This is an optimization exercise on Yosys and OpenROAD, whose aim is small area and few clock cycles per item, not a production implementation.
In this exercise RTL edits were held to simulation tests only and were not proved equivalent to the original.
Power figures rest on the tool's default switching activity, not on a simulated workload.

==> config.mk <==
export PLATFORM = sky130hd
export DESIGN_NAME = bc1_bc2_bc3_block_decoder
export DESIGN_NICKNAME = bc1_bc2_bc3_block_decoder
export VERILOG_FILES = /design/flow/design.v
export SDC_FILE = /design/flow/constraint.sdc
export NUM_CORES = 4
export LEC_CHECK = 0
export ABC_AREA = 1
export CAP_MARGIN = 20
export CORE_MARGIN = 2
export CORE_UTILIZATION = 40
export GPL_TIMING_DRIVEN = 0
export SLEW_MARGIN = 20
==> standard.sh <==
#!/bin/bash
# synth_recipe.tcl (not shown) runs the flow's synth.tcl, then flattens the netlist and writes it again
# the make line also repeats each setting of config.mk as NAME=value (left out here)
make -C /OpenROAD-flow-scripts/flow DESIGN_CONFIG=/design/flow/config.mk WORK_HOME=/design/flow/orfs CLKGATE_MAP_FILE= SYNTH_SCRIPT=/design/flow/synth_recipe.tcl "${@:-finish}"
==> flow/abc_area.script <==
strash
&get -n
&deepsyn -T 60
&put
dch
map -D 5.0
topo
==> design.v <==
`default_nettype none
package bc_pkg;
	localparam int BC_MAX_DIM = 4096;
	localparam int BC_CFG_W   = 13;
	localparam int BC_ADDR_W  = 3;
	localparam logic [1:0] MODE_DXT1 = 2'd0;
	localparam logic [1:0] MODE_DXT3 = 2'd1;
endpackage
`default_nettype wire
`default_nettype none
module bc_lane
(
	input  wire logic [1:0]       mode,
	input  wire logic [2:0][7:0]  e0,
	input  wire logic [2:0][7:0]  e1,
	input  wire logic [2:0][7:0]  c2,
	input  wire logic [2:0][7:0]  c3,
	input  wire logic             transp,
	input  wire logic             agt,
	input  wire logic [7:0]       abase,
	input  wire logic [7:0][7:0]  qt,
	input  wire logic [1:0]       sel,
	input  wire logic [3:0]       nib,
	input  wire logic [2:0]       aidx,
	output logic      [31:0]      texel
);
	logic [2:0]  u;
	logic [7:0]  a3;
	logic [7:0]  alpha;
	logic [23:0] color;
	function automatic logic [7:0] add8(input logic [7:0] a, input logic [7:0] b);
		logic c;
		c = 1'b0;
		for (int i = 0; i < 8; i++) begin
			add8[i] = a[i] ^ b[i] ^ c;
			c       = (a[i] & b[i]) | (a[i] & c) | (b[i] & c);
		end
	endfunction
	always_comb begin
		if (agt) begin
			case (aidx)
				3'd0:    u = 3'd7;
				3'd1:    u = 3'd0;
				default: u = 3'd0 - aidx;
			endcase
		end else begin
			case (aidx)
				3'd0:    u = 3'd0;
				3'd1:    u = 3'd5;
				default: u = aidx - 3'd1;
			endcase
		end
		a3 = add8(abase, qt[u]);
		if (!agt && aidx == 3'd6) begin
			a3 = 8'h00;
		end else if (!agt && aidx == 3'd7) begin
			a3 = 8'hFF;
		end
		case (mode)
			2'd0:    alpha = (transp && sel == 2'd3) ? 8'h00 : 8'hFF;
			2'd1:    alpha = {nib, nib};
			default: alpha = a3;
		endcase
		case (sel)
			2'd0:    color = {e0[2], e0[1], e0[0]};
			2'd1:    color = {e1[2], e1[1], e1[0]};
			2'd2:    color = {c2[2], c2[1], c2[0]};
			default: color = {c3[2], c3[1], c3[0]};
		endcase
		texel = {alpha, color};
	end
endmodule
`default_nettype wire
`default_nettype none
module bc_palette
(
	input  wire logic [31:0]      color_ends,
	input  wire logic             interp3,
	output logic      [2:0][7:0]  e0,
	output logic      [2:0][7:0]  e1,
	output logic      [2:0][7:0]  c2,
	output logic      [2:0][7:0]  c3
);
	localparam logic [255:0] G5_T = 256'h55524f4d4a4744423f3c393734312e2c292623211e1b181613100d0b08050200;
	function automatic logic [7:0] g5(input logic [4:0] v);
		g5 = G5_T[8 * v +: 8];
	endfunction
	localparam logic [63:0] M5_T = 64'h1818181818181818;
	function automatic logic [1:0] m5(input logic [4:0] v);
		m5 = M5_T[2 * v +: 2];
	endfunction
	localparam logic [511:0] G6_T = 512'h555352514f4e4d4b4a494746454342413f3e3c3b3a383736343332302f2e2c2b29282725242321201f1d1c1b19181715141211100e0d0c0a0908060504020100;
	function automatic logic [7:0] g6(input logic [5:0] v);
		g6 = G6_T[8 * v +: 8];
	endfunction
	localparam logic [127:0] M6_T = 128'h24924924492492499249249224924924;
	function automatic logic [1:0] m6(input logic [5:0] v);
		m6 = M6_T[2 * v +: 2];
	endfunction
	function automatic logic [7:0] add8(input logic [7:0] a, input logic [7:0] b, input logic ci);
		logic c;
		c = ci;
		for (int i = 0; i < 8; i++) begin
			add8[i] = a[i] ^ b[i] ^ c;
			c       = (a[i] & b[i]) | (a[i] & c) | (b[i] & c);
		end
	endfunction
	function automatic logic cge3(input logic [1:0] a, input logic [1:0] b);
		cge3 = (a != 2'd0 && b == 2'd2) || (a == 2'd2 && b != 2'd0);
	endfunction
	always_comb begin
		for (int ch = 0; ch < 3; ch++) begin
			logic [7:0] gx, fx, gy, fy, x2, y2;
			logic [1:0] mx, my, m2x, m2y;
			logic       k2;
			if (ch == 1) begin
				e0[ch] = {color_ends[10:5],  color_ends[10:9]};
				e1[ch] = {color_ends[26:21], color_ends[26:25]};
				gx = g6(color_ends[10:5]);
				mx = m6(color_ends[10:5]);
				gy = g6(color_ends[26:21]);
				my = m6(color_ends[26:21]);
			end else begin
				e0[ch] = {color_ends[15 - 11 * (ch / 2) -: 5], color_ends[15 - 11 * (ch / 2) -: 3]};
				e1[ch] = {color_ends[31 - 11 * (ch / 2) -: 5], color_ends[31 - 11 * (ch / 2) -: 3]};
				gx = g5(color_ends[15 - 11 * (ch / 2) -: 5]);
				mx = m5(color_ends[15 - 11 * (ch / 2) -: 5]);
				gy = g5(color_ends[31 - 11 * (ch / 2) -: 5]);
				my = m5(color_ends[31 - 11 * (ch / 2) -: 5]);
			end
			fx = {gx[6:0], mx == 2'd2};
			fy = {gy[6:0], my == 2'd2};
			m2x = {mx[0], mx[1]};
			m2y = {my[0], my[1]};
			if (interp3) begin
				x2 = fx;
				y2 = gy;
				k2 = cge3(m2x, my);
			end else begin
				x2 = {1'b0, e0[ch][7:1]};
				y2 = {1'b0, e1[ch][7:1]};
				k2 = e0[ch][0] & e1[ch][0];
			end
			c2[ch] = add8(x2, y2, k2);
			c3[ch] = interp3 ? add8(gx, fy, cge3(mx, m2y)) : 8'h00;
		end
	end
endmodule
`default_nettype wire
`default_nettype none
module bc_alpha_diff
(
	input  wire logic [15:0] alpha_ends,
	output logic             agt,
	output logic      [7:0]  base,
	output logic      [7:0]  d
);
	logic [7:0] a0, a1, d01, d10;
	logic       c01, c10;
	always_comb begin
		a0 = alpha_ends[7:0];
		a1 = alpha_ends[15:8];
		c01 = 1'b1;
		c10 = 1'b1;
		for (int i = 0; i < 8; i++) begin
			d01[i] = a0[i] ^ !a1[i] ^ c01;
			c01    = (a0[i] & !a1[i]) | (a0[i] & c01) | (!a1[i] & c01);
			d10[i] = a1[i] ^ !a0[i] ^ c10;
			c10    = (a1[i] & !a0[i]) | (a1[i] & c10) | (!a0[i] & c10);
		end
		agt  = !c10;
		base = agt ? a1 : a0;
		d    = agt ? d01 : d10;
	end
endmodule
module bc_alpha_div
(
	input  wire logic       agt,
	input  wire logic [7:0] d,
	output logic      [5:0] q,
	output logic      [2:0] r
);
	logic [3:0] x;
	logic [7:0] qq;
	always_comb begin
		r = 3'd0;
		for (int i = 7; i >= 0; i--) begin
			x = {r, d[i]};
			if (agt) begin
				qq[i] = x >= 4'd7;
				r     = 3'(qq[i] ? x - 4'd7 : x);
			end else begin
				qq[i] = x >= 4'd5;
				r     = 3'(qq[i] ? x - 4'd5 : x);
			end
		end
		q = qq[5:0];
	end
endmodule
module bc_alpha_table
(
	input  wire logic            agt,
	input  wire logic [5:0]      q,
	input  wire logic [2:0]      r,
	output logic      [7:0][7:0] qt
);
	localparam logic [383:0] FRACU_T = 384'h1ac68816344011a4400d2240091200049000000000000000005888004688004688003440002240001200000000000000;
	function automatic logic [2:0] fracu(input logic [6:0] v);
		fracu = FRACU_T[3 * v +: 3];
	endfunction
	always_comb begin
		for (int u = 0; u < 8; u++) begin
			qt[u] = 8'(u * 32'(q)) + 8'(fracu({agt, 3'(u), r}));
		end
	end
endmodule
`default_nettype wire
`default_nettype none
import bc_pkg::*;
module bc1_bc2_bc3_block_decoder
#(
	parameter int MAX_DIM = bc_pkg::BC_MAX_DIM
) (
	input  wire logic                 clk,
	input  wire logic                 arst_n,
	input  wire logic                 blk_valid,
	output logic                      blk_stall,
	input  wire logic [149:0]         blk_data,
	output logic                      row_valid,
	input  wire logic                 row_stall,
	output logic      [156:0]         row_data,
	input  wire logic                 psel,
	input  wire logic                 penable,
	input  wire logic                 pwrite,
	input  wire logic [bc_pkg::BC_ADDR_W-1:0] paddr,
	input  wire logic [31:0]          pwdata,
	output logic      [31:0]          prdata,
	output logic                      pready
);
	logic [BC_CFG_W-1:0] width_q, height_q;
	logic        busy_q;
	logic [1:0]  row_cnt_q;
	logic        last, take, accept;
	logic [1:0]  mode_q;
	logic [9:0]  col_q, brow_q;
	logic [63:16] aw_q;
	logic [63:0]  cw_q;
	logic [17:0]  al_q;
	logic         i3_q;
	logic         i3_d, agt_d;
	logic [7:0]   base_d, d_d;
	logic         pv_q, agt_p;
	logic [7:0]   base_p, d_p;
	logic [5:0]   q_p;
	logic [2:0]   r_p;
	logic [7:0][7:0] qt;
	logic [2:0][7:0] e0, e1, c2, c3;
	logic [15:0]     aw_lo;
	logic [7:0]       cidx_row;
	logic [15:0]      nib_row;
	logic [11:0]      aidx_row;
	logic [3:0][31:0] texel;
	logic [3:0]       mask;
	logic [11:0]      py;
	logic [10:0]      wq;
	logic [1:0]       wr;
	logic             col_lt, col_eq, y_in;
	always_ff @(posedge clk or negedge arst_n) begin
		if (!arst_n) begin
			width_q  <= BC_CFG_W'(4);
			height_q <= BC_CFG_W'(4);
		end else if (psel && penable && pwrite) begin
			if (paddr[2]) begin
				height_q <= pwdata[BC_CFG_W-1:0];
			end else begin
				width_q  <= pwdata[BC_CFG_W-1:0];
			end
		end
	end
	assign pready = 1'b1;
	assign prdata = paddr[2] ? 32'(height_q) : 32'(width_q);
	assign last      = (row_cnt_q == 2'd3);
	assign take      = busy_q && !row_stall;
	assign blk_stall = !pv_q || (busy_q && !(take && last));
	assign accept    = blk_valid && !blk_stall;
	always_ff @(posedge clk or negedge arst_n) begin
		if (!arst_n) begin
			busy_q    <= 1'b0;
			row_cnt_q <= 2'd0;
			pv_q      <= 1'b0;
		end else begin
			pv_q   <= blk_valid && !accept;
			busy_q <= accept || (busy_q && !(take && last));
			if (take) begin
				row_cnt_q <= row_cnt_q + 2'd1;
			end
		end
	end
	assign i3_d = (blk_data[149:148] != MODE_DXT1) || (blk_data[15:0] > blk_data[31:16]);
	bc_alpha_diff u_alpha_diff (
		.alpha_ends (blk_data[79:64]),
		.agt        (agt_d),
		.base       (base_d),
		.d          (d_d)
	);
	bc_alpha_div u_alpha_div (
		.agt (agt_p),
		.d   (d_p),
		.q   (q_p),
		.r   (r_p)
	);
	always_ff @(posedge clk) begin
		agt_p  <= agt_d;
		base_p <= base_d;
		d_p    <= d_d;
		if (accept) begin
			mode_q <= blk_data[149:148];
			col_q  <= blk_data[147:138];
			brow_q <= blk_data[137:128];
			aw_q   <= blk_data[127:80];
			cw_q   <= blk_data[63:0];
			i3_q   <= i3_d;
			al_q   <= blk_data[149] ? {agt_p, r_p, q_p, base_p} : {2'b00, blk_data[79:64]};
		end
	end
	bc_alpha_table u_alpha_table (
		.agt (al_q[17]),
		.q   (al_q[13:8]),
		.r   (al_q[16:14]),
		.qt  (qt)
	);
	bc_palette u_palette (
		.color_ends (cw_q[31:0]),
		.interp3    (i3_q),
		.e0         (e0),
		.e1         (e1),
		.c2         (c2),
		.c3         (c3)
	);
	assign aw_lo    = al_q[15:0];
	assign cidx_row = cw_q[32 + 8 * row_cnt_q +: 8];
	assign nib_row  = (row_cnt_q == 2'd0) ? aw_lo : aw_q[16 * row_cnt_q +: 16];
	assign aidx_row = aw_q[16 + 12 * row_cnt_q +: 12];
	for (genvar k = 0; k < 4; k++) begin : g_lane
		bc_lane u_lane (
			.mode   (mode_q),
			.e0     (e0),
			.e1     (e1),
			.c2     (c2),
			.c3     (c3),
			.transp (!i3_q),
			.agt    (al_q[17]),
			.abase  (al_q[7:0]),
			.qt     (qt),
			.sel    (cidx_row[2*k +: 2]),
			.nib    (nib_row[4*k +: 4]),
			.aidx   (aidx_row[3*k +: 3]),
			.texel  (texel[k])
		);
	end
	always_comb begin
		py = {brow_q, row_cnt_q};
		if (width_q >= BC_CFG_W'(MAX_DIM)) begin
			wq = 11'(MAX_DIM / 4);
			wr = 2'd0;
		end else begin
			wq = {1'b0, width_q[11:2]};
			wr = width_q[1:0];
		end
		col_lt = {1'b0, col_q} < wq;
		col_eq = {1'b0, col_q} == wq;
		for (int k = 0; k < 4; k++) begin
			mask[k] = col_lt || (col_eq && (2'(k) < wr));
		end
		y_in = (height_q >= BC_CFG_W'(MAX_DIM)) || ({1'b0, py} < height_q);
		mask = y_in ? mask : 4'b0000;
	end
	assign row_valid = busy_q;
	assign row_data  = {col_q, 2'b00, py, texel[0], texel[1], texel[2], texel[3], mask, last};
endmodule
`default_nettype wire
==> flow/run.sh <==
#!/bin/bash
# Own layout flow: the standard ORFS flow, with an area-oriented logic synthesis.
# The only changes are in a copy of ORFS's scripts folder:
#   - synth.tcl: no extract_fa (full/half adder extraction) and no Kogge-Stone carry map, so
#     adders stay ripple-carry logic that ABC optimizes with the rest;
#   - abc_area.script: ABC restructures (deepsyn), then maps for delay (map), without buffer/upsize.
# and the ports are buffered with the smallest buffer (buf_1) instead of clkdlybuf4s50_1.
# Registers, their names and the rest of the flow are unchanged. Each tool's log is kept in
# orfs/logs (ORFS) and in the make logs written here.
set -euo pipefail
W=$PWD
S=$W/flow_scripts
rm -rf "$S"
mkdir -p "$S"
cp -r "$FLOW_HOME/scripts/." "$S/"
cp "$W/flow/abc_area.script" "$S/abc_area.script"
python3 - "$S/synth.tcl" <<'PY'
import sys
p = sys.argv[1]
s = open(p).read()
a = "  extract_fa {*}[dont_use_extract_fa_args]\n"
b = '    "-extra-map $::env(FLOW_HOME)/platforms/common/lcu_kogge_stone.v"]'
assert a in s and b in s
s = s.replace(a, "").replace(b, "    ]")
open(p, "w").write(s)
PY
bash standard.sh SCRIPTS_DIR="$S" BUFFER_PORTS_ARGS="-buffer_cell sky130_fd_sc_hd__buf_1" finish > "$W/make_flow.log" 2>&1
==> constraint.sdc <==
create_clock -name core_clock -period 7.0 [get_ports {clk}]
set_input_delay 1.4000 -clock core_clock [delete_from_list [all_inputs] [get_ports {clk}]]
set_output_delay 1.4000 -clock core_clock [all_outputs]
set_load 0.01 [all_outputs]
==> flow_metrics.env, run 1 <==
export IMPL_synth_top_family_by_area="compound AO/OA/AOI/OAI gates"
export IMPL_final_period_utilization_pct=97.5
export IMPL_skew_ns=0.0154
export IMPL_die_h_um=218
export IMPL_postSynth_asyncResetShare_pct=15.0
export IMPL_port_buffers=340
export IMPL_slowest_stage="clkinv_1"
export IMPL_hold_viol=0
export IMPL_fp_row_count=78
export IMPL_synth_area_leader_cell="edfxtp_1"
export IMPL_slew_violations=0
export IMPL_synthToLayoutAreaGrowth_pct=19.5
export IMPL_setup_worst_path_end_class="primary output"
export IMPL_worst_path_max_fanout=23
export IMPL_ys_warnings_count=6
export IMPL_clkSlewWorstSetupHoldPaths_ns=0.09
export IMPL_start_util_pct=40.5
export IMPL_dr_total_vias=23300
export IMPL_cts_sinks=200
export IMPL_drtAntennaViolNets=0
export IMPL_critical_path_startpoint_type="flip-flop"
export IMPL_postRouteWirelength_um=87600
export IMPL_dr_first_iter_drc_count=3418
export IMPL_multiplexer_area_fraction_after_synthesis_pct=0
export IMPL_ctsHtreeMaxLevel=4
export IMPL_critical_path_buf_inv_count=2
export IMPL_yosysUniqueCellTypes=58
export IMPL_first_global_vias=20600
export IMPL_final_design_area_no_fill_um2=21900
export IMPL_antenna_found_initial=9
export IMPL_largest_net_degree_at_the_start_of_global_routing=37
export IMPL_syn_cell_area_um2=18400
export IMPL_drv_max_cap_violation_count=0
export IMPL_worst_skew_pair_late_latency_ns=0.48
export IMPL_synth_edff_count=153
export IMPL_leading_post_synthesis_cells_by_cell_area="edfxtp_1 25%, nand2_1 12%, o21ai_0 7.0%, clkinv_1 6.8%, nor2_1 6.4%"
export IMPL_min_path_type="flip-flop to flip-flop"
export IMPL_nets=3329
export IMPL_worstPathCellList="nor2_2 -> a21oi_1 -> nor2_2 -> clkinv_1 -> nor3_1 -> a2111oi_1 -> a31oi_1 -> o21ai_0 -> buf_1"
export IMPL_die_area_um2=47600
export IMPL_power_static_leakage_uw=0.00807
export IMPL_final_worst_path_period_need_ns=6.83
export IMPL_reg2regPathDepth=16
export IMPL_clk_buf_depth=2
export IMPL_synth_yosys_seq_area_share_pct=31.0
export IMPL_ys_ff_latch=200
export IMPL_power_uw=11700
export IMPL_synthDominantCellAreaShare_pct=25.0
export IMPL_fillers=4753
export IMPL_cp_num_cells=9
export IMPL_dpl_instance_area_um2=20800
export IMPL_setup_violations_final=0
export IMPL_final_hold_worst_slack_ns=0.474
export IMPL_ctsRootBufferMaster="clkbuf_16"
export IMPL_pin_count=384
export IMPL_postLayoutSetupSlackWorst_ns=0.175
export IMPL_detail_route_drc_violations=0
export IMPL_post_drt_wl_per_cell_um=23.3
export IMPL_hold_depth=1
export IMPL_synth_compound_gate_area_share_pct=31.4
export IMPL_cts_inserted_buffers=17
export IMPL_max_slew_worst_pin_slew_ns=1.14
export IMPL_grt_use_total_pct=35.4
export IMPL_grt_overflow_total=0
export IMPL_post_route_cells_drive_above_1_share_pct=7.94
export IMPL_yosys_area_share_xor_xnor_pct=2.53
export IMPL_place_ws_ns=-0.877
export IMPL_tritoncts_clock_tree="yes"
export IMPL_path_class="flip-flop to primary output"
export IMPL_drt_pass1_iter_count=8
export IMPL_dominantRegCellSynth="edfxtp_1"
export IMPL_max_freq_mhz=147
export IMPL_avgSynthCellArea_um2=6.81
export IMPL_dieWidth_um=218
export IMPL_pwr_density_cell_nw_per_um2=535
export IMPL_grt_first_pass_wirelength_um=127000
export IMPL_synth_adder_area_share_pct=0.109
export IMPL_vdd_drop_max_uv=304
export IMPL_synth_simple_gate_area_share_pct=27.1
export IMPL_postSynthCellCount=2698
export IMPL_final_core_utilization_pct=48.3
export IMPL_placeableCoreArea_um2=45400
export IMPL_run_status="timing/DRC/antenna clean"
export IMPL_arrival_ns=5.43
export IMPL_max_slew_margin_rel_pct=22.9
export IMPL_viasPerCell=6.22
export IMPL_worst_endpoint_required_ns=5.60
export IMPL_worst_path_largest_cell_delay_ns=0.85
export IMPL_gp_congestion=1.03
export IMPL_kind_of_cell_with_the_highest_combined_delay_on_the_critical_path="simple AND/OR/NAND/NOR gates"
export IMPL_post_dp_hpwl_um=67700
export IMPL_cpMostUsedCell="nor2_2"
## metrics by stage
stage | std cells | setup TNS, ns
after floorplan | 2718 | 0
after global placement | 3658 | -291.80
after detailed placement | 3672 | -10.56
after CTS | 3711 | 0
after global routing | 3751 | -0.0185
final | 3752 | 0
## cells in the final DEF, fill, tap and decap left out, types with 15 or more instances in the layout
cell type and instances:
a211oi_1 16, a21oi_1 200, a221o_2 26, a221oi_1 24, a22oi_1 54, a31oi_1 35
buf_1 338, buf_4 65, clkbuf_16 17, clkinv_1 322, conb_1 22, dfrtp_1 26
dfxtp_1 17, edfxtp_1 153, nand2_1 565, nand3_1 170, nand4_1 43, nor2_1 298
nor3_1 44, o211ai_1 33, o21a_1 15, o21ai_0 251, o21bai_1 16, o221a_2 16
o221ai_1 22, o22ai_1 91, xnor2_1 17, xor2_1 30
## power breakdown
group          switching (uW)  internal (uW)
logic                    6120           2810
clock network             566            494
registers                 256           1480
total                    6950           4780
## registers in the layout (all words and copies together), names as in the netlist
name / cells
cw_q: 64
aw_q: 48
al_q: 18
height_q: 13
width_q: 13
brow_q: 10
col_q: 10
base_p: 8
d_p: 8
mode_q: 2
row_cnt_q: 2
agt_p: 1
busy_q: 1
i3_q: 1
pv_q: 1
## routing by layer
layer	share of wire (%)	vias up	wire length (um)	GRT usage (%)
met1	40	10800	35500	46.9
met5	0.14	-	119	0
met2	44	1551	38500	55.6
met3	11	275	9460	7.60
li1	-	10700	-	-
met4	4.6	16	4020	15.1
## kinds of logic after synthesis
| logic type | Yosys count |
|---|---|
| compound gates | 899 |
| xor+xnor | 49 |
| fa+ha+maj | 2 |
| buf+inv | 358 |
| flops | 200 |
| other cells | 2 |
| simple gates | 1188 |
## synth_stat cells (15+ instances only)
cell       instances
buf_4             23
a22oi_1           54
clkinv_1         335
o21a_1            15
a221o_2           26
edfxtp_1         153
o221a_2           16
o2111ai_1         16
a31oi_1           35
o21ai_0          256
o22ai_1           91
dfxtp_1           17
o221ai_1          22
nand4_1           43
nor3_1            46
a21oi_1          204
a211oi_1          16
o211ai_1          33
xnor2_1           17
nand3_1          171
o21bai_1          16
a221oi_1          24
xor2_1            30
dfrtp_1           28
nand2_1          573
nor2_1           312
## worst reg2reg max path: cells and delay by family, from the launching register on
family | cells | cell delay, ns
buffers and inverters | 2 | 0.63
AO/OA/AOI/OAI | 6 | 1.31
AND/OR/NAND/NOR | 8 | 0.98
flip-flops | 1 | 0.67
## worst paths after layout
check	start	endpoint	slack, ns
min in group asynchronous	arst_n	height_q[6]	0.96
hold reg to reg	pv_q	pv_q	0.47
max in group asynchronous	arst_n	row_cnt_q[0]	5.51
hold / removal	pv_q	pv_q	0.47
setup reg to reg	agt_p	al_q[8]	3.18
setup / recovery	row_cnt_q[0]	row_data[125]	0.17
## area by class of cell
type | count | area, um2 | area share, %
Timing Repair Buffer | 399 | 1890 | 8.60
Sequential cell | 200 | 5700 | 26.0
Buffer | 23 | 173 | 0.787
Tap cell | 600 | 751 | 3.42
Clock buffer | 17 | 425 | 1.94
Antenna cell | 2 | 5.00 | 0.0228
Clock inverter | 15 | 189 | 0.861
Inverter | 335 | 1300 | 5.92
Multi-Input combinational cell | 2161 | 11500 | 52.5
## what timing repair did
item	4_1_cts	5_1_grt
pin swaps	3	8
buffers inserted	6	39
hold buffers	0	0
gates cloned	1	0
setup endpoints to repair	64	34
gates resized for setup	28	31
Testbench counts, summed over its fixed seeds: cycles 8,208, items 8,192.
==> inputs of run 2 (changes only) <==
--- a/flow/run.sh
+++ b/flow/run.sh
@@ -5,3 +5,3 @@
 #     adders stay ripple-carry logic that ABC optimizes with the rest;
-#   - abc_area.script: ABC restructures (deepsyn), then maps for delay (map), without buffer/upsize.
+#   - abc_area.script: ABC restructures (deepsyn), then maps for area under a 2.5 ns delay target, without buffer/upsize.
 # and the ports are buffered with the smallest buffer (buf_1) instead of clkdlybuf4s50_1.
==> flow/abc_area.script (replaced) <==
strash
&get -n
&deepsyn -T 60
&put
dch
map -D 2500
topo
--- a/config.mk
+++ b/config.mk
@@ -12,2 +12,3 @@
 export GPL_TIMING_DRIVEN = 0
+export SETUP_SLACK_MARGIN = 0.15
 export SLEW_MARGIN = 20
==> run 2 against run 1 <==
Still clean. Clock skew up 0.0017 ns. Power up 0.66%. Flip-flop and latch count unchanged. Largest power group unchanged. Highest routed layer unchanged.
==> flow_metrics.env, run 2 <==
export IMPL_drt_pass1_iter_count=6
export IMPL_dominantRegCellSynth="edfxtp_1"
export IMPL_setup_worst_path_end_class="primary output"
export IMPL_avgSynthCellArea_um2=6.81
export IMPL_share_comb_of_total_power_pct=76.6
export IMPL_r2r_end="al_q[8]"
export IMPL_net_switching_power_uw=6910
export IMPL_synth_most_common_cell="nand2_1"
export IMPL_post_route_cells_drive_above_1_share_pct=10.7
export IMPL_largest_reg_flops=64
export IMPL_antenna_found_initial=6
export IMPL_min_path_type="flip-flop to flip-flop"
export IMPL_multi_input_area_um2=11100
export IMPL_clkSlewWorstSetupHoldPaths_ns=0.08
export IMPL_cpMostUsedCell="nand2_1"
export IMPL_final_worst_path_period_need_ns=6.81
export IMPL_grt_overflow_total=0
export IMPL_postSynthCellCount=2597
export IMPL_top_regs="cw_q (64), aw_q (48), al_q (18)"
export IMPL_max_slew_margin_rel_pct=21.5
export IMPL_placeableCoreArea_um2=43900
export IMPL_vdd_drop_max_uv=243
export IMPL_pin_count=384
export IMPL_die_h_um=214
export IMPL_largest_net_degree_at_the_start_of_global_routing=40
export IMPL_synthToLayoutAreaGrowth_pct=23.0
export IMPL_die_area_um2=45900
export IMPL_dieWidth_um=214
export IMPL_tritoncts_clock_tree="yes"
export IMPL_hold_depth=1
export IMPL_fp_row_count=77
export IMPL_port_buffers=340
export IMPL_final_hold_worst_slack_ns=0.448
export IMPL_kind_of_cell_with_the_highest_combined_delay_on_the_critical_path="compound AO/OA/AOI/OAI gates"
export IMPL_max_slew_worst_pin_slew_ns=1.16
export IMPL_power_frac_clock_pct=9.0
export IMPL_yosysUniqueCellTypes=58
export IMPL_clk_buf_depth=2
export IMPL_nets=3242
export IMPL_regArea_um2=5700
export IMPL_drtAntennaViolNets=0
export IMPL_post_drt_wl_per_cell_um=22.6
export IMPL_ctsHtreeMaxLevel=4
export IMPL_regToRegStartpoint="agt_p"
export IMPL_skew_ns=0.0171
export IMPL_ys_warnings_count=6
export IMPL_grt_use_total_pct=34.9
export IMPL_drv_max_cap_violation_count=0
export IMPL_grt_first_pass_wirelength_um=122000
export IMPL_cell_internal_pwr_uw=4900
export IMPL_layout_cells_most_common="nand2_1"
export IMPL_syn_cell_area_um2=17700
export IMPL_critical_path_startpoint_type="flip-flop"
export IMPL_r2r_slack_ns=2.18
export IMPL_worstPathCellList="clkinv_2 -> nand2_2 -> nand3_1 -> o21a_2 -> o21ai_0 -> nand3_1 -> o2111ai_1 -> nand2_1 -> o21ai_0 -> nand2_1 -> a21oi_1 -> nand2_1 -> nand3_2 -> o21ai_0 -> o2111ai_2 -> nor2_1 -> nor3_1 -> nand2_1 -> a21oi_2 -> nor2_1 -> o211ai_1 -> a21oi_1 -> o21bai_1 -> buf_1"
export IMPL_hold_path_startpoint="pv_q"
export IMPL_mostFrequentLayoutCells="566 x nand2_1, 338 x buf_1, 319 x nor2_1"
export IMPL_slew_violations=0
export IMPL_pwr_density_cell_nw_per_um2=543
export IMPL_sw_frac_of_total_pct=58.5
export IMPL_post_dp_hpwl_um=62500
export IMPL_ys_ff_latch=200
export IMPL_postRouteWirelength_um=82600
export IMPL_power_static_leakage_uw=0.00806
export IMPL_leading_post_synthesis_cells_by_cell_area="edfxtp_1 26%, nand2_1 12%, nor2_1 7.2%, clkinv_1 7.1%, o21ai_0 6.5%"
export IMPL_reg2regPathDepth=20
export IMPL_final_design_area_no_fill_um2=21700
export IMPL_aggregate_negative_setup_slack_ns=0
export IMPL_cts_inserted_buffers=17
export IMPL_hold_buf_count_cts=0
export IMPL_final_period_utilization_pct=97.3
export IMPL_critical_path_buf_inv_count=2
export IMPL_fillers=4582
export IMPL_worst_path_largest_cell_delay_ns=0.45
export IMPL_postSynth_asyncResetShare_pct=15.0
export IMPL_run_status="timing/DRC/antenna clean"
export IMPL_dr_total_vias=22300
export IMPL_synth_yosys_seq_area_share_pct=32.2
export IMPL_max_freq_mhz=147
export IMPL_detail_route_drc_violations=0
export IMPL_arrival_ns=5.41
export IMPL_setup_violations_final=0
export IMPL_worst_skew_pair_late_latency_ns=0.48
export IMPL_synth_edff_count=153
export IMPL_worst_endpoint_required_ns=5.60
export IMPL_share_seq_of_total_power_pct=14.3
export IMPL_timing_hold_worst_endpoint="pv_q"
export IMPL_ctsRootBufferMaster="clkbuf_16"
export IMPL_dpl_instance_area_um2=20100
export IMPL_synthDominantCellAreaShare_pct=26.0
export IMPL_dr_first_iter_drc_count=2971
export IMPL_power_uw=11800
export IMPL_worst_path_max_fanout=11
export IMPL_cts_sinks=200
export IMPL_synth_area_leader_cell="edfxtp_1"
export IMPL_top_register="cw_q"
export IMPL_grt_setup_unrepaired="true"
export IMPL_viasPerCell=6.10
export IMPL_synthTopCellsByCount="580 x nand2_1, 341 x nor2_1, 336 x clkinv_1, 229 x o21ai_0, 191 x a21oi_1"
export IMPL_hold_viol=0
export IMPL_start_util_pct=40.2
export IMPL_gp_congestion=1.03
export IMPL_slowest_stage="edfxtp_1"
export IMPL_path_class="flip-flop to primary output"
export IMPL_first_global_vias=20000
## run 2: worst reg2reg max path, stage by stage, from the launching register on
cell      delay [ns]
dfxtp_1         0.63
clkinv_1        0.43
nand2_1         0.16
clkinv_1        0.11
nand2_1         0.09
nor2_1          0.05
a221oi_1        0.27
o221a_2         0.24
o21ai_0         0.12
a31oi_1         0.47
nand2_1         0.15
nand2_1         0.10
nand4_1         0.07
o21ai_0         0.14
nor3_1          0.10
a21oi_1         0.43
a211oi_1        0.16
a311oi_1        0.37
nor2_1          0.13
nor2_1          0.22
o21ai_0         0.13
## run 2: worst max path at each step
stage | start | to | slack, ns | depth (start not counted)
2_1_floorplan | row_stall | al_q[0] | 0.74 | 3
3_3_place_gp | row_cnt_q[1] | row_data[100] | -1.39 | 21
3_5_place_dp | row_cnt_q[1] | row_data[68] | -1.39 | 24
4_1_cts | row_cnt_q[0] | row_data[36] | 0.09 | 23
5_1_grt | al_q[17] | row_data[36] | 0.03 | 24
6_report | al_q[17] | row_data[36] | 0.19 | 24
## run 2: through the flow
step                      worst slack (ns)  utilization (%)  instances
after floorplan                      0.740                -       2617
after global placement               -1.39             45.0       3549
after detailed placement             -1.39             45.8       3568
after CTS                           0.0913             48.0       3615
after global routing                0.0342             49.5       3658
final                                0.187             49.5       3658
## run 2: kinds of logic after synthesis
group | Yosys count | share of synthesized area, %
and+or+nand+nor | 1140 | 26.2
AOI/OAI and AO/OA | 818 | 29.5
buffers and inverters | 359 | 8.11
DFF | 200 | 32.2
xor gates and xnor gates | 74 | 3.77
adders and majority gates | 3 | 0.170
other | 2 | 0.0425
muxes | 1 | 0.0566
## run 2: cell type report
cell class                 count  share of cell area (%)
antenna                        3                  0.0345
clock inverter                14                   0.812
buffer                        23                   0.794
clock buffer                  18                    2.07
timing repair buffer         413                    9.30
tap                          592                    3.41
multi-input combinational   2059                    51.3
sequential                   200                    26.2
inverter                     336                    6.11
## run 2: power groups by stage
| stage | logic (uW) | clock network [uW] | registers, uW |
|---|---|---|---|
| floorplan | 5180 | 0 | 1660 |
| CTS | 8290 | 1090 | 1710 |
| detailed placement | 8080 | 0 | 1730 |
| global route | 9660 | 1130 | 1710 |
| finish | 9050 | 1070 | 1690 |
| global placement | 7880 | 0 | 1760 |
## run 2: routing by layer
metal	up-vias	GRT usage (%)	wire length (um)
met5	-	0	23
met1	10400	48.6	34700
li1	10200	-	-
met2	1521	50.6	34400
met3	242	9.39	9860
met4	4	15.2	3600
## run 2: timing repair
item,in CTS,in global routing
gates resized for setup,60,83
setup buffers,14,38
setup endpoints to repair,52,38
pin swaps,3,11
cloned,1,0
==> inputs of run 3 (changes only) <==
--- a/flow/run.sh
+++ b/flow/run.sh
@@ -5,3 +5,3 @@
 #     adders stay ripple-carry logic that ABC optimizes with the rest;
-#   - abc_area.script: ABC restructures (deepsyn), then maps for area under a 2.5 ns delay target, without buffer/upsize.
+#   - abc_area.script: ABC restructures (deepsyn), then maps twice for area under a 2.5 ns delay target, without buffer/upsize.
 # and the ports are buffered with the smallest buffer (buf_1) instead of clkdlybuf4s50_1.
==> flow/abc_area.script (replaced) <==
strash
&get -n
&deepsyn -T 60
&put
dch
map -D 2500
strash
dch
map -D 2500
topo
--- a/config.mk
+++ b/config.mk
@@ -12,3 +12,2 @@
 export GPL_TIMING_DRIVEN = 0
-export SETUP_SLACK_MARGIN = 0.15
 export SLEW_MARGIN = 20
==> run 3 against run 2 <==
Still clean. Routed wire length decreased by 5.5%. Critical path depth decreased by 1. Clock skew decreased by 0.0058 ns. Area after synthesis increased by 2.1%. Final cell count increased by 1.7%. Synthesized cell count increased by 3.7%. Critical endpoint is now row_data[132]. Largest power group unchanged.
==> flow_metrics.env, run 3 <==
export IMPL_run_status="timing/DRC/antenna clean"
export IMPL_ys_warnings_count=6
export IMPL_ctsHtreeMaxLevel=4
export IMPL_placeableCoreArea_um2=44400
export IMPL_detail_route_drc_violations=0
export IMPL_final_core_utilization_pct=48.8
export IMPL_dominantRegCellSynth="edfxtp_1"
export IMPL_syn_cell_area_um2=18000
export IMPL_drt_pass1_iter_count=6
export IMPL_die_h_um=216
export IMPL_multi_input_area_um2=11400
export IMPL_cell_internal_pwr_uw=5350
export IMPL_largest_net_degree_at_the_start_of_global_routing=42
export IMPL_synth_yosys_seq_area_share_pct=31.5
export IMPL_pwr_density_cell_nw_per_um2=618
export IMPL_path_class="flip-flop to primary output"
export IMPL_sw_frac_of_total_pct=60.1
export IMPL_top_register="cw_q"
export IMPL_arrival_ns=5.33
export IMPL_largest_reg_flops=64
export IMPL_synthTopCellsByCount="565 x nand2_1, 355 x nor2_1, 335 x clkinv_1, 300 x o21ai_0, 260 x a21oi_1"
export IMPL_postSynth_asyncResetShare_pct=15.0
export IMPL_synthDominantCellAreaShare_pct=25.5
export IMPL_worst_endpoint_required_ns=5.60
export IMPL_max_slew_worst_pin_slew_ns=1.12
export IMPL_pin_count=384
export IMPL_post_dp_hpwl_um=61300
export IMPL_hold_buf_count_cts=0
export IMPL_critical_path_startpoint_type="flip-flop"
export IMPL_yosysUniqueCellTypes=58
export IMPL_top_regs="cw_q (64), aw_q (48), al_q (18)"
export IMPL_leading_post_synthesis_cells_by_cell_area="edfxtp_1 25%, nand2_1 12%, o21ai_0 8.3%, nor2_1 7.4%, a21oi_1 7.2%"
export IMPL_multiplexer_area_fraction_after_synthesis_pct=0.118
export IMPL_drtAntennaViolNets=0
export IMPL_fp_row_count=77
export IMPL_synth_area_leader_cell="edfxtp_1"
export IMPL_clk_buf_depth=2
export IMPL_share_seq_of_total_power_pct=12.6
export IMPL_aggregate_negative_setup_slack_ns=0
export IMPL_share_comb_of_total_power_pct=79.9
export IMPL_dr_total_vias=21800
export IMPL_avgSynthCellArea_um2=6.70
export IMPL_cts_inserted_buffers=17
export IMPL_grt_first_pass_wirelength_um=116000
export IMPL_cts_sinks=200
export IMPL_max_slew_margin_rel_pct=25.3
export IMPL_power_frac_clock_pct=7.5
export IMPL_die_area_um2=46800
export IMPL_postRouteWirelength_um=78000
export IMPL_yosys_area_share_xor_xnor_pct=4.61
export IMPL_grt_overflow_total=0
export IMPL_slew_violations=0
export IMPL_synth_most_common_cell="nand2_1"
export IMPL_synthToLayoutAreaGrowth_pct=20.2
export IMPL_setup_violations_final=0
export IMPL_tritoncts_clock_tree="yes"
export IMPL_final_design_area_no_fill_um2=21700
export IMPL_post_route_cells_drive_above_1_share_pct=8.15
export IMPL_synth_simple_gate_area_share_pct=25.6
export IMPL_power_uw=13400
export IMPL_mostFrequentLayoutCells="553 x nand2_1, 338 x buf_1, 335 x nor2_1"
export IMPL_layout_cells_most_common="nand2_1"
export IMPL_worst_skew_pair_late_latency_ns=0.47
export IMPL_synth_edff_count=153
export IMPL_synth_adder_area_share_pct=0.0555
export IMPL_port_buffers=340
export IMPL_final_period_utilization_pct=96.1
export IMPL_gp_congestion=0.982
export IMPL_dieWidth_um=216
export IMPL_regArea_um2=5700
export IMPL_power_static_leakage_uw=0.00812
export IMPL_ctsRootBufferMaster="clkbuf_16"
export IMPL_worst_path_max_fanout=21
export IMPL_start_util_pct=40.6
export IMPL_hold_viol=0
export IMPL_ys_ff_latch=200
export IMPL_net_switching_power_uw=8060
export IMPL_min_path_type="flip-flop to flip-flop"
export IMPL_post_drt_wl_per_cell_um=21.0
export IMPL_antenna_found_initial=5
export IMPL_grt_use_total_pct=32.1
export IMPL_drv_max_cap_violation_count=0
export IMPL_dr_first_iter_drc_count=2677
export IMPL_clkSlewWorstSetupHoldPaths_ns=0.08
export IMPL_final_worst_path_period_need_ns=6.73
export IMPL_fillers=4613
export IMPL_setup_worst_path_end_class="primary output"
export IMPL_synth_compound_gate_area_share_pct=30.1
export IMPL_nets=3307
export IMPL_dpl_instance_area_um2=20500
export IMPL_antenna_diode_count=0
export IMPL_vdd_drop_max_uv=228
export IMPL_max_freq_mhz=149
export IMPL_viasPerCell=5.86
export IMPL_skew_ns=0.0113
export IMPL_first_global_vias=19600
export IMPL_postSynthCellCount=2692
export IMPL_synth_top_family_by_area="compound AO/OA/AOI/OAI gates"
## run 3: cell types whose count changed after synthesis, moves of 18 or more
cell	previous run	this run
a221o_2	23	3
o21ai_0	229	300
or2_2	18	41
o22ai_1	87	42
nor3_1	61	26
a21oi_1	191	260
o211ai_1	22	40
a22oi_1	58	83
## run 3: cell families after synthesis
group / count (synthesis)
AND/OR/NAND/NOR: 1131
AO/OA/AOI/OAI: 903
buffers and inverters: 358
flip-flops: 200
XOR/XNOR: 95
other: 2
multiplexers: 2
adder cells (fa/ha/maj): 1
## run 3: worst max-delay path, stage by stage (launching register included)
cell and delay, ns:
dfrtp_4 0.56, inv_4 0.20, nand2_8 0.16, or2_2 0.36, a32oi_2 0.36, clkinv_1 0.15, o21ai_0 0.26, nand2_2 0.23
nor2_1 0.25, clkinv_1 0.19, o211ai_1 0.20, buf_4 0.16, nand3_1 0.11, nand2_1 0.16, o21ai_1 0.10, a21oi_1 0.22
o21ai_1 0.14, a21oi_1 0.19, nand3b_1 0.21, nand3_1 0.11, a21oi_1 0.15, o21ai_0 0.10, nand2_1 0.12, buf_1 0.16
## run 3: worst paths after layout
| check | from | end | slack (ns) | cells past startpoint |
|---|---|---|---|---|
| max | row_cnt_q[0] | row_data[132] | 0.27 | 23 |
| min | pv_q | pv_q | 0.46 | 1 |
| max reg2reg | agt_p | al_q[14] | 1.46 | 23 |
| min reg2reg | pv_q | pv_q | 0.46 | 1 |
| max in group asynchronous | arst_n | row_cnt_q[0] | 5.47 | 1 |
| min in group asynchronous | arst_n | height_q[8] | 0.97 | 1 |
## run 3: cell type report
| class | count | share of cell area (%) |
|---|---|---|
| Timing Repair Buffer | 382 | 8.07 |
| Inverter | 335 | 5.94 |
| Sequential cell | 200 | 26.3 |
| Clock inverter | 15 | 0.813 |
| Buffer | 23 | 0.796 |
| Tap cell | 592 | 3.42 |
| Multi-Input combinational cell | 2156 | 52.7 |
| Clock buffer | 17 | 1.96 |
## run 3: per-stage QoR
stage	cells	hold slack, ns	setup slack [ns]
finish	3720	0.456	0.272
global route	3720	0.484	-0.0107
CTS	3699	0.456	0.0124
detailed placement	3660	0.446	-1.23
global placement	3644	0.431	-1.54
floorplan	2712	0.420	0.638
## run 3: what timing repair did
action / CTS / global route
setup buffers: 7 / 17
gates cloned: 0 / 2
hold endpoints to repair: 0 / 0
pin swaps: 4 / 3
setup endpoints to repair: 32 / 21
gates resized for setup: 51 / 47
## run 3: power by group through the flow
| stage | clock network, uW | registers [uW] | logic, uW |
|---|---|---|---|
| 6_report | 1010 | 1680 | 10700 |
| 5_1_grt | 1070 | 1700 | 11600 |
| 4_1_cts | 1020 | 1700 | 10100 |
| 3_5_place_dp | 0 | 1700 | 9860 |
| 3_3_place_gp | 0 | 1740 | 9610 |
| 2_1_floorplan | 0 | 1650 | 6580 |
## run 3: layer usage
layer | vias to the layer above | wire length [um] | global-route usage (%)
met3 | 184 | 8110 | 7.40
met5 | - | 68 | 0
met4 | 10 | 2930 | 12.2
met1 | 10100 | 34000 | 45.4
met2 | 1245 | 32900 | 47.3
li1 | 10300 | - | -
==> inputs of run 4 (changes only) <==
==> flow/abc_area.script (replaced) <==
strash
&get -n
&deepsyn -T 180
&put
dch
map -D 2500
strash
dch
map -D 2500
topo
==> run 4 against run 3 <==
Non-clock buffer count decreased by 9. Area after synthesis fell by 4.7%. Final cell count shrank 6.7%. Highest routed layer unchanged.
==> flow_metrics.env, run 4 <==
export IMPL_port_buffers=340
export IMPL_viasPerCell=6.06
export IMPL_dieWidth_um=211
export IMPL_leading_post_synthesis_cells_by_cell_area="edfxtp_1 27%, nand2_1 10%, nor2_1 8.3%, clkinv_1 7.4%, o21ai_0 7.0%"
export IMPL_synthDominantCellAreaShare_pct=26.7
export IMPL_final_core_utilization_pct=48.7
export IMPL_clkSlewWorstSetupHoldPaths_ns=0.08
export IMPL_post_drt_wl_per_cell_um=22.7
export IMPL_hold_buf_count_cts=0
export IMPL_worstPathCellList="clkinvlp_4 -> nor2_4 -> buf_4 -> buf_12 -> a22oi_1 -> nand2_1 -> clkinv_1 -> nor2_2 -> clkinv_1 -> o21ai_0 -> nand2_1 -> a31oi_1 -> o21ai_0 -> buf_1"
export IMPL_arrival_ns=5.39
export IMPL_critical_path_buf_inv_count=6
export IMPL_die_area_um2=44600
export IMPL_place_detailed_instances=3416
export IMPL_worst_skew_pair_late_latency_ns=0.50
export IMPL_final_worst_path_period_need_ns=6.79
export IMPL_synth_edff_count=153
export IMPL_ys_ff_latch=200
export IMPL_max_slew_worst_pin_slew_ns=1.33
export IMPL_dr_first_iter_drc_count=2183
export IMPL_top_register="cw_q"
export IMPL_syn_cell_area_um2=17200
export IMPL_max_freq_mhz=147
export IMPL_largest_reg_flops=64
export IMPL_skew_ns=0.0131
export IMPL_cts_sinks=200
export IMPL_path_class="flip-flop to primary output"
export IMPL_multi_input_area_um2=10400
export IMPL_ctsHtreeMaxLevel=4
export IMPL_dr_total_vias=21000
export IMPL_first_global_vias=19100
export IMPL_ys_warnings_count=6
export IMPL_start_util_pct=40.8
export IMPL_yosysUniqueCellTypes=52
export IMPL_detail_route_drc_violations=0
export IMPL_post_route_cells_drive_above_1_share_pct=7.07
export IMPL_slew_violations=0
export IMPL_ctsRootBufferMaster="clkbuf_16"
export IMPL_worst_path_largest_cell_delay_ns=0.81
export IMPL_dominantRegCellSynth="edfxtp_1"
export IMPL_largest_net_degree_at_the_start_of_global_routing=42
export IMPL_avgSynthCellArea_um2=6.86
export IMPL_synth_most_common_cell="nand2_1"
export IMPL_grt_use_total_pct=34.4
export IMPL_fp_row_count=75
export IMPL_pwr_density_cell_nw_per_um2=541
export IMPL_kind_of_cell_with_the_highest_combined_delay_on_the_critical_path="buffers and inverters"
export IMPL_placeableCoreArea_um2=42100
export IMPL_layout_cells_non_filler=3470
export IMPL_aggregate_negative_setup_slack_ns=0
export IMPL_slowest_stage="clkinv_1"
export IMPL_regArea_um2=5690
export IMPL_power_uw=11100
export IMPL_power_static_leakage_uw=0.00748
export IMPL_setup_violations_final=0
export IMPL_worst_endpoint_required_ns=5.60
export IMPL_hold_viol=0
export IMPL_die_h_um=211
export IMPL_cts_inserted_buffers=17
export IMPL_max_slew_margin_rel_pct=11.1
export IMPL_drt_pass1_iter_count=6
export IMPL_synthTopCellsByCount="469 x nand2_1, 380 x nor2_1, 341 x clkinv_1, 240 x o21ai_0, 163 x a21oi_1"
export IMPL_clk_buf_depth=2
export IMPL_synthToLayoutAreaGrowth_pct=19.5
export IMPL_grt_overflow_total=0
export IMPL_vdd_drop_max_uv=319
export IMPL_postSynth_asyncResetShare_pct=15.0
export IMPL_synth_yosys_seq_area_share_pct=33.1
export IMPL_gp_congestion=1.03
export IMPL_postSynthCellCount=2504
export IMPL_antenna_found_initial=4
export IMPL_critical_path_startpoint_type="flip-flop"
export IMPL_postRouteWirelength_um=78800
export IMPL_mostFrequentLayoutCells="465 x nand2_1, 358 x nor2_1, 338 x buf_1"
export IMPL_drtAntennaViolNets=0
export IMPL_top_regs="cw_q (64), aw_q (48), al_q (18)"
export IMPL_grt_first_pass_wirelength_um=115000
export IMPL_setup_worst_path_end_class="primary output"
export IMPL_final_period_utilization_pct=97.0
export IMPL_post_dp_hpwl_um=60000
export IMPL_worst_path_max_fanout=13
export IMPL_run_status="timing/DRC/antenna clean"
export IMPL_min_path_type="flip-flop to flip-flop"
export IMPL_tritoncts_clock_tree="yes"
export IMPL_pin_count=384
export IMPL_layout_cells_most_common="nand2_1"
export IMPL_synth_area_leader_cell="edfxtp_1"
export IMPL_nets=3108
export IMPL_drv_max_cap_violation_count=0
export IMPL_fillers=4346
[run 4: logic make-up (layout without fill, tap and decap cells)]
kind of cell	count (synthesis)	after routing	synth area share, %
AOI/OAI and AO/OA	818	818	29.9
buffers and inverters	364	769	8.45
adders and majority gates	1	1	0.0582
DFF	200	200	33.1
and+or+nand+nor	1046	1046	24.8
xor gates and xnor gates	73	73	3.72
other	2	24	0.0437
[run 4: layout make-up]
| class | count | share of cell area [%] |
|---|---|---|
| diodes | 2 | 0.0244 |
| plain buffers | 23 | 0.841 |
| clock buffers | 18 | 2.14 |
| clock inverters | 14 | 0.756 |
| inverters | 341 | 6.43 |
| multi-input cells | 1960 | 50.6 |
| flip-flops and latches | 200 | 27.7 |
| well taps | 539 | 3.28 |
| repair buffers | 373 | 8.26 |
[run 4: routing by layer]
layer	GRT usage, %	wire [um]
met3	11.0	9460
met4	13.8	3060
met2	50.8	33300
met1	46.4	33000
met5	0	23
[run 4: worst min-delay path: stages (launching register included)]
cell and delay (ns):
dfrtp_1 0.36, nand2_1 0.05, o21ai_0 0.06
[run 4: path summary, 6_finish.rpt]
path | startpoint | endpoint | slack, ns | cells past startpoint
min in group asynchronous | arst_n | height_q[9] | 0.95 | 1
worst max register to register | d_p[7] | al_q[15] | 3.20 | 19
max in group asynchronous | arst_n | row_cnt_q[0] | 5.54 | 1
worst max-delay path | row_cnt_q[0] | row_data[31] | 0.21 | 14
worst min register to register | width_q[7] | width_q[7] | 0.50 | 2
worst min-delay path | width_q[7] | width_q[7] | 0.50 | 2
[run 4: stage by stage]
stage | hold slack (ns) | setup slack [ns] | cell area, um2
6_report | 0.502 | 0.210 | 20500
5_1_grt | 0.507 | -0.0497 | 20500
4_1_cts | 0.501 | -0.000434 | 20200
3_5_place_dp | 0.456 | -1.16 | 19500
3_3_place_gp | 0.431 | -1.80 | 19200
2_1_floorplan | 0.420 | 0.741 | 17300
[run 4: power by group]
part	internal [uW]	switching, uW
registers	1480	210
logic	2540	5840
clock network	515	532
total	4530	6590
[run 4: timing repair]
item / 4_1_cts / 5_1_grt
pin swaps: 1 / 3
setup buffers: 6 / 14
gates resized for setup: 33 / 60
endpoints found under the setup margin: 33 / 37
==> inputs of run 5 (changes only) <==
==> flow/abc_area.script (replaced) <==
strash
&get -n
&deepsyn -T 300
&put
dch
map -D 2500
strash
dch
map -D 2500
topo
--- a/config.mk
+++ b/config.mk
@@ -12,2 +12,3 @@
 export GPL_TIMING_DRIVEN = 0
+export SETUP_SLACK_MARGIN = 0.1
 export SLEW_MARGIN = 20
==> run 5 against run 4 <==
Still clean. Final cell count is 1.2% higher. Combinational power shrank 2%. Routed wire length is 3.8% lower. Clock skew rose by 0.013 ns. Clock power about the same. Critical path type unchanged. Highest routed layer unchanged.
==> flow_metrics.env, run 5 <==
export IMPL_grt_setup_unrepaired="true"
export IMPL_setup_worst_path_end_class="primary output"
export IMPL_postLayoutSetupSlackWorst_ns=0.315
export IMPL_power_uw=11000
export IMPL_clkSlewWorstSetupHoldPaths_ns=0.08
export IMPL_max_freq_mhz=150
export IMPL_place_ws_ns=-0.557
export IMPL_gp_congestion=1.05
export IMPL_path_class="flip-flop to primary output"
export IMPL_postSynth_asyncResetShare_pct=15.0
export IMPL_dpl_instance_area_um2=19500
export IMPL_hold_depth=1
export IMPL_worst_skew_pair_late_latency_ns=0.49
export IMPL_r2r_slack_ns=2.73
export IMPL_layout_cells_most_common="nand2_1"
export IMPL_min_path_type="flip-flop to flip-flop"
export IMPL_dominantRegCellSynth="edfxtp_1"
export IMPL_arrival_ns=5.28
export IMPL_start_util_pct=40.8
export IMPL_grt_first_pass_wirelength_um=112000
export IMPL_kind_of_cell_with_the_highest_combined_delay_on_the_critical_path="compound AO/OA/AOI/OAI gates"
export IMPL_worstPathCellList="clkinv_1 -> o21ai_0 -> nand2_1 -> o21ai_0 -> nand2_1 -> o21ai_0 -> nor2_1 -> nor2_1 -> nand2_1 -> nand4_1 -> o2111a_1 -> o211ai_1 -> nand3_1 -> nand2_1 -> o21ai_0 -> buf_1"
export IMPL_fp_row_count=75
export IMPL_largest_reg_flops=64
export IMPL_yosysUniqueCellTypes=51
export IMPL_skew_ns=0.0263
export IMPL_cts_inserted_buffers=17
export IMPL_r2r_end="al_q[15]"
export IMPL_power_static_leakage_uw=0.00753
export IMPL_cts_sinks=200
export IMPL_leading_post_synthesis_cells_by_cell_area="edfxtp_1 27%, nand2_1 10%, nor2_1 9.1%, clkinv_1 7.6%, o21ai_0 7.1%"
export IMPL_critical_path_buf_inv_count=2
export IMPL_dr_total_vias=21100
export IMPL_top_regs="cw_q (64), aw_q (48), al_q (18)"
export IMPL_post_route_cells_drive_above_1_share_pct=6.06
export IMPL_grt_use_total_pct=33.1
export IMPL_placeableCoreArea_um2=42200
export IMPL_hold_path_startpoint="pv_q"
export IMPL_setup_violations_final=0
export IMPL_hold_viol=0
export IMPL_synthToLayoutAreaGrowth_pct=19.4
export IMPL_final_design_area_no_fill_um2=20500
export IMPL_detail_route_drc_violations=0
export IMPL_critical_path_startpoint_type="flip-flop"
export IMPL_hold_buf_count_cts=0
export IMPL_postSynthCellCount=2539
export IMPL_antenna_found_initial=3
export IMPL_clk_buf_depth=2
export IMPL_grt_overflow_total=0
export IMPL_drt_pass1_iter_count=6
export IMPL_synth_most_common_cell="nand2_1"
export IMPL_nets=3151
export IMPL_run_status="timing/DRC/antenna clean"
export IMPL_synth_yosys_seq_area_share_pct=33.0
export IMPL_dieWidth_um=211
export IMPL_timing_hold_worst_endpoint="pv_q"
export IMPL_place_detailed_instances=3451
export IMPL_reg2regPathDepth=21
export IMPL_worst_path_largest_cell_delay_ns=0.81
export IMPL_drv_max_cap_violation_count=0
export IMPL_post_drt_wl_per_cell_um=21.6
export IMPL_pin_count=384
export IMPL_mostFrequentLayoutCells="462 x nand2_1, 403 x nor2_1, 338 x clkinv_1, 338 x buf_1, 233 x o21ai_0"
export IMPL_ctsRootBufferMaster="clkbuf_16"
export IMPL_synthDominantCellAreaShare_pct=26.7
export IMPL_synth_area_leader_cell="edfxtp_1"
export IMPL_vdd_drop_max_uv=328
export IMPL_viasPerCell=6.00
export IMPL_pwr_density_cell_nw_per_um2=533
export IMPL_avgSynthCellArea_um2=6.78
export IMPL_regToRegStartpoint="d_p[6]"
export IMPL_worst_endpoint_required_ns=5.60
export IMPL_dr_first_iter_drc_count=2575
export IMPL_synth_edff_count=153
export IMPL_layout_cells_non_filler=3511
export IMPL_postRouteWirelength_um=75800
export IMPL_first_global_vias=19200
export IMPL_slowest_stage="edfxtp_1"
export IMPL_die_h_um=211
export IMPL_die_area_um2=44700
export IMPL_port_buffers=340
export IMPL_fillers=4333
export IMPL_max_slew_margin_rel_pct=17.9
export IMPL_largest_net_degree_at_the_start_of_global_routing=39
export IMPL_ctsHtreeMaxLevel=4
export IMPL_antenna_diode_count=0
export IMPL_synthTopCellsByCount="466 x nand2_1, 417 x nor2_1, 349 x clkinv_1, 245 x o21ai_0, 173 x a21oi_1"
export IMPL_drtAntennaViolNets=0
export IMPL_top_register="cw_q"
export IMPL_ys_warnings_count=6
export IMPL_final_worst_path_period_need_ns=6.68
export IMPL_ys_ff_latch=200
export IMPL_worst_path_max_fanout=19
export IMPL_max_slew_worst_pin_slew_ns=1.22
export IMPL_post_dp_hpwl_um=58700
export IMPL_slew_violations=0
export IMPL_syn_cell_area_um2=17200
export IMPL_tritoncts_clock_tree="yes"
export IMPL_final_period_utilization_pct=95.5
[run 5: cell types whose count changed after synthesis, sizes merged, moves of 7 or more]
cell    before  now
a21oi      163  173
a221oi      34   25
a31oi       36   24
clkinv     341  349
nor2       380  417
nor3        54   67
o21bai       6   13
o221ai      47   25
o22ai      108  120
[run 5: worst max-delay path by stage]
stage / slack [ns] / to / cells past startpoint / start
floorplan: 0.74 / al_q[0] / 3 / row_stall
finish: 0.32 / row_data[130] / 16 / al_q[11]
global placement: -1.24 / row_data[44] / 21 / i3_q
CTS: 0.04 / row_data[36] / 25 / row_cnt_q[0]
global route: 0.03 / row_data[36] / 25 / row_cnt_q[0]
detailed placement: -0.56 / row_data[100] / 21 / al_q[17]
[run 5: cell families after synthesis]
| group | after synthesis | synth area share [%] |
|---|---|---|
| flops | 200 | 33.0 |
| fa+ha+maj | 2 | 0.116 |
| compound gates | 802 | 28.6 |
| xor+xnor | 82 | 4.17 |
| other cells | 2 | 0.0436 |
| mux | 3 | 0.174 |
| buf+inv | 372 | 8.61 |
| simple gates | 1076 | 25.3 |
[run 5: layer usage]
metal  share of wire, %  vias up  wire, um  GRT usage, %
li1                   -     9782         -             -
met1                 41     9749     30800          43.2
met2                 44     1299     33500          52.4
met3                 11      218      8260          7.80
met4                4.2        6      3210          14.3
met5              0.046        -        35             0
[run 5: per-stage QoR]
| step | utilization [%] | setup TNS [ns] | hold slack [ns] |
|---|---|---|---|
| finish | 48.7 | 0 | 0.445 |
| global route | 48.7 | 0 | 0.480 |
| CTS | 48.1 | 0 | 0.448 |
| detailed placement | 46.2 | -3.59 | 0.438 |
| global placement | 45.6 | -216.77 | 0.430 |
| floorplan | - | 0 | 0.420 |
[run 5: layout make-up]
type	count	area, um2	share of cell area (%)
Multi-Input combinational cell	1987	10300	50.2
Sequential cell	200	5690	27.7
Timing Repair Buffer	381	1740	8.48
Inverter	349	1340	6.52
Tap cell	539	674	3.28
Clock buffer	20	479	2.33
Buffer	23	173	0.840
Clock inverter	12	140	0.682
[run 5: report_power, final]
| group | switching (uW) | internal (uW) | total (uW) |
|---|---|---|---|
| logic | 5730 | 2470 | 8190 |
| registers | 204 | 1480 | 1690 |
| clock network | 531 | 549 | 1080 |
[run 5: what timing repair did]
item,in CTS,in global routing
resized for setup,32,35
setup endpoints to repair,33,38
setup buffers,10,16
pin swaps,3,4
==> inputs of run 6 (changes only) <==
--- a/flow/run.sh
+++ b/flow/run.sh
@@ -5,3 +5,3 @@
 #     adders stay ripple-carry logic that ABC optimizes with the rest;
-#   - abc_area.script: ABC restructures (deepsyn), then maps twice for area under a 2.5 ns delay target, without buffer/upsize.
+#   - abc_area.script: ABC restructures (deepsyn), then maps twice for area under a 3 ns delay target, without buffer/upsize.
 # and the ports are buffered with the smallest buffer (buf_1) instead of clkdlybuf4s50_1.
==> flow/abc_area.script (replaced) <==
strash
&get -n
&deepsyn -T 60
&put
dch
map -D 3000
strash
dch
map -D 3000
topo
--- a/config.mk
+++ b/config.mk
@@ -12,3 +12,2 @@
 export GPL_TIMING_DRIVEN = 0
-export SETUP_SLACK_MARGIN = 0.1
 export SLEW_MARGIN = 20
==> run 6 against run 5 <==
Final cell count rose by 0.68%. Critical path depth fell by 3. Clock power barely moved. Sequential share of layout area fell by 0.65 points. Utilization rose by 1.3 points. Combinational power rose by 3.9%. Largest cell class unchanged. Largest power group unchanged.
==> flow_metrics.env, run 6 <==
export IMPL_vdd_drop_max_uv=363
export IMPL_slowest_stage="clkinv_1"
export IMPL_post_drt_wl_per_cell_um=22.1
export IMPL_grt_use_total_pct=33.9
export IMPL_power_static_leakage_uw=0.00773
export IMPL_cts_inserted_buffers=17
export IMPL_kind_of_cell_with_the_highest_combined_delay_on_the_critical_path="buffers and inverters"
export IMPL_synthToLayoutAreaGrowth_pct=22.5
export IMPL_synth_yosys_seq_area_share_pct=33.1
export IMPL_setup_worst_path_end_class="primary output"
export IMPL_first_global_vias=19100
export IMPL_critical_path_startpoint_type="flip-flop"
export IMPL_cts_sinks=200
export IMPL_ctsHtreeMaxLevel=4
export IMPL_slew_violations=0
export IMPL_critical_path_buf_inv_count=5
export IMPL_fp_row_count=75
export IMPL_power_uw=11300
export IMPL_largest_net_degree_at_the_start_of_global_routing=44
export IMPL_layout_cells_most_common="nand2_1"
export IMPL_synth_most_common_cell="nor2_1"
export IMPL_synthTopCellsByCount="456 x nor2_1, 438 x nand2_1, 373 x clkinv_1, 238 x o21ai_0, 161 x a21oi_1"
export IMPL_die_h_um=211
export IMPL_ctsRootBufferMaster="clkbuf_16"
export IMPL_synthDominantCellAreaShare_pct=26.7
export IMPL_port_buffers=340
export IMPL_max_freq_mhz=147
export IMPL_top_register="cw_q"
export IMPL_run_status="timing/DRC/antenna clean"
export IMPL_final_period_utilization_pct=97.5
export IMPL_drtAntennaViolNets=0
export IMPL_antenna_found_initial=11
export IMPL_post_dp_hpwl_um=59300
export IMPL_skew_ns=0.00984
export IMPL_postSynthCellCount=2532
export IMPL_final_worst_path_period_need_ns=6.82
export IMPL_tritoncts_clock_tree="yes"
export IMPL_synth_edff_count=153
export IMPL_min_path_type="flip-flop to flip-flop"
export IMPL_arrival_ns=5.42
export IMPL_leading_post_synthesis_cells_by_cell_area="edfxtp_1 27%, nor2_1 10%, nand2_1 9.6%, clkinv_1 8.2%, o21ai_0 6.9%"
export IMPL_grt_overflow_total=0
export IMPL_clk_buf_depth=2
export IMPL_dr_first_iter_drc_count=2130
export IMPL_yosysUniqueCellTypes=48
export IMPL_postRouteWirelength_um=78000
export IMPL_final_hold_worst_slack_ns=0.465
export IMPL_max_slew_margin_rel_pct=19.8
export IMPL_hold_buf_count_cts=0
export IMPL_worst_endpoint_required_ns=5.60
export IMPL_drv_max_cap_violation_count=0
export IMPL_start_util_pct=40.8
export IMPL_ys_ff_latch=200
export IMPL_pwr_density_cell_nw_per_um2=536
export IMPL_mostFrequentLayoutCells="429 x nand2_1, 422 x nor2_1, 339 x clkinv_1, 339 x buf_1, 217 x o21ai_0"
export IMPL_syn_cell_area_um2=17200
export IMPL_dominantRegCellSynth="edfxtp_1"
export IMPL_max_slew_worst_pin_slew_ns=1.20
export IMPL_viasPerCell=5.92
export IMPL_placeableCoreArea_um2=42100
export IMPL_detail_route_drc_violations=0
export IMPL_pin_count=384
export IMPL_worst_skew_pair_late_latency_ns=0.50
export IMPL_final_design_area_no_fill_um2=21000
export IMPL_top_regs="cw_q (64), aw_q (48), al_q (18)"
export IMPL_ys_warnings_count=6
export IMPL_hold_viol=0
export IMPL_setup_violations_final=0
export IMPL_worstPathCellList="buf_4 -> nor2_4 -> buf_4 -> a22oi_1 -> nand2_1 -> clkinv_1 -> nor2_1 -> clkinv_1 -> o21ai_0 -> nand2_1 -> a21oi_1 -> o21ai_0 -> buf_1"
export IMPL_post_route_cells_drive_above_1_share_pct=10.0
export IMPL_worst_path_largest_cell_delay_ns=0.92
export IMPL_dieWidth_um=211
export IMPL_grt_first_pass_wirelength_um=114000
export IMPL_largest_reg_flops=64
export IMPL_dr_total_vias=20900
export IMPL_path_class="flip-flop to primary output"
export IMPL_drt_pass1_iter_count=7
export IMPL_worst_path_max_fanout=14
export IMPL_dpl_instance_area_um2=19500
export IMPL_clkSlewWorstSetupHoldPaths_ns=0.09
export IMPL_postSynth_asyncResetShare_pct=15.0
export IMPL_synth_area_leader_cell="edfxtp_1"
export IMPL_die_area_um2=44600
export IMPL_avgSynthCellArea_um2=6.78
export IMPL_nets=3169
export IMPL_gp_congestion=0.979
==> run 6: cell count changes in the layout (fill, tap and decap cells not counted), moves of 11 or more <==
cell	previous run	this run
nand2_1	462	429
nand3_1	80	53
o221ai_1	25	50
buf_4	52	76
nor2_1	403	422
a21oi_1	171	155
o21ai_0	233	217
o22ai_1	120	108
inv_2	0	11
nor2_2	10	21
o21bai_1	12	1
==> run 6: final cells by class <==
| type | instances | area (um2) |
|---|---|---|
| Fill cell | 4304 | 21100 |
| Multi-Input combinational cell | 1957 | 10500 |
| Sequential cell | 200 | 5690 |
| Timing Repair Buffer | 405 | 1930 |
| Inverter | 373 | 1460 |
| Tap cell | 539 | 674 |
| Clock buffer | 17 | 425 |
| Clock inverter | 15 | 219 |
| Buffer | 23 | 173 |
| Antenna cell | 6 | 15.0 |
==> run 6: what timing repair did <==
item                       in CTS  in global routing
resized for setup              71                104
pin swaps                       7                 16
hold endpoints to repair        0                  0
setup endpoints to repair      43                 32
buffers inserted               19                 35
cloned                          1                  0
==> run 6: kinds of logic after synthesis <==
kind of cell / count (synthesis) / share of synthesized area, %
xor gates and xnor gates: 75 / 3.82
and+or+nand+nor: 1074 / 25.3
AOI/OAI and AO/OA: 784 / 28.5
adders and majority gates: 1 / 0.0583
DFF: 200 / 33.1
buffers and inverters: 396 / 9.16
other: 2 / 0.0437
==> run 6: where the power goes <==
part           total, uW  internal (uW)  leakage, uW  switching (uW)
Sequential          1670           1480      0.00192             187
Clock               1100            503     0.000306             597
Combinational       8510           2670      0.00551            5840
Total              11300           4650      0.00773            6620
==> run 6: worst paths after layout <==
kind                                   start            to  slack (ns)  cells after the start
worst max-delay path            row_cnt_q[0]  row_data[29]        0.18                     13
worst min-delay path                    pv_q          pv_q        0.46                      1
worst max register to register         agt_p      al_q[15]        2.51                     22
worst min register to register          pv_q          pv_q        0.46                      1
max in group asynchronous             arst_n  row_cnt_q[0]        5.57                      1
min in group asynchronous             arst_n  height_q[11]        0.93                      1
==> run 6: through the flow <==
stage / utilization (%) / setup slack [ns] / setup TNS, ns / std cells
2_1_floorplan: - / 0.253 / 0 / 2552
3_3_place_gp: 45.6 / -2.69 / -476.90 / 3431
3_5_place_dp: 46.2 / -1.58 / -15.83 / 3442
4_1_cts: 48.6 / 0.0229 / 0 / 3494
5_1_grt: 49.9 / -0.126 / -0.390 / 3530
6_report: 49.9 / 0.176 / 0 / 3535
==> run 6: metal layers <==
metal / GRT usage, % / part of all wire [%]
met4: 16.9 / 4.9
met2: 53.1 / 45
met5: 0 / 0.12
met3: 8.71 / 9.4
met1: 43.3 / 41

[re-timing with driven ports]
The flow's constraints put no driver on any port. The routed layouts listed below were extracted and timed again, unchanged, in two steps. Step 1, drivers: a clkbuf_16 drives clk and a buf_2 each remaining input, both assumed. Step 2, shift: input delay + t, output delay - t, t = (earliest + latest rising clock arrival at the registers) / 2. This alone moves slack from input paths to output paths. Three values: ideal, step 1, step 2; two values: the first two.
run	t (ns)	setup slack, ns	latest minus earliest clock arrival (ns)
run 1	0.530	0.175 / 0.120 / 0.650	0.020 / 0.020
run 2	0.532	0.187 / 0.127 / 0.659	0.020 / 0.020
run 3	0.510	0.272 / 0.220 / 0.731	0.015 / 0.015
run 4	0.551	0.210 / 0.151 / 0.702	0.019 / 0.020
run 5	0.545	0.315 / 0.258 / 0.803	0.048 / 0.048
run 6	0.560	0.176 / 0.115 / 0.675	0.015 / 0.015
After both steps every run listed still meets setup and hold.
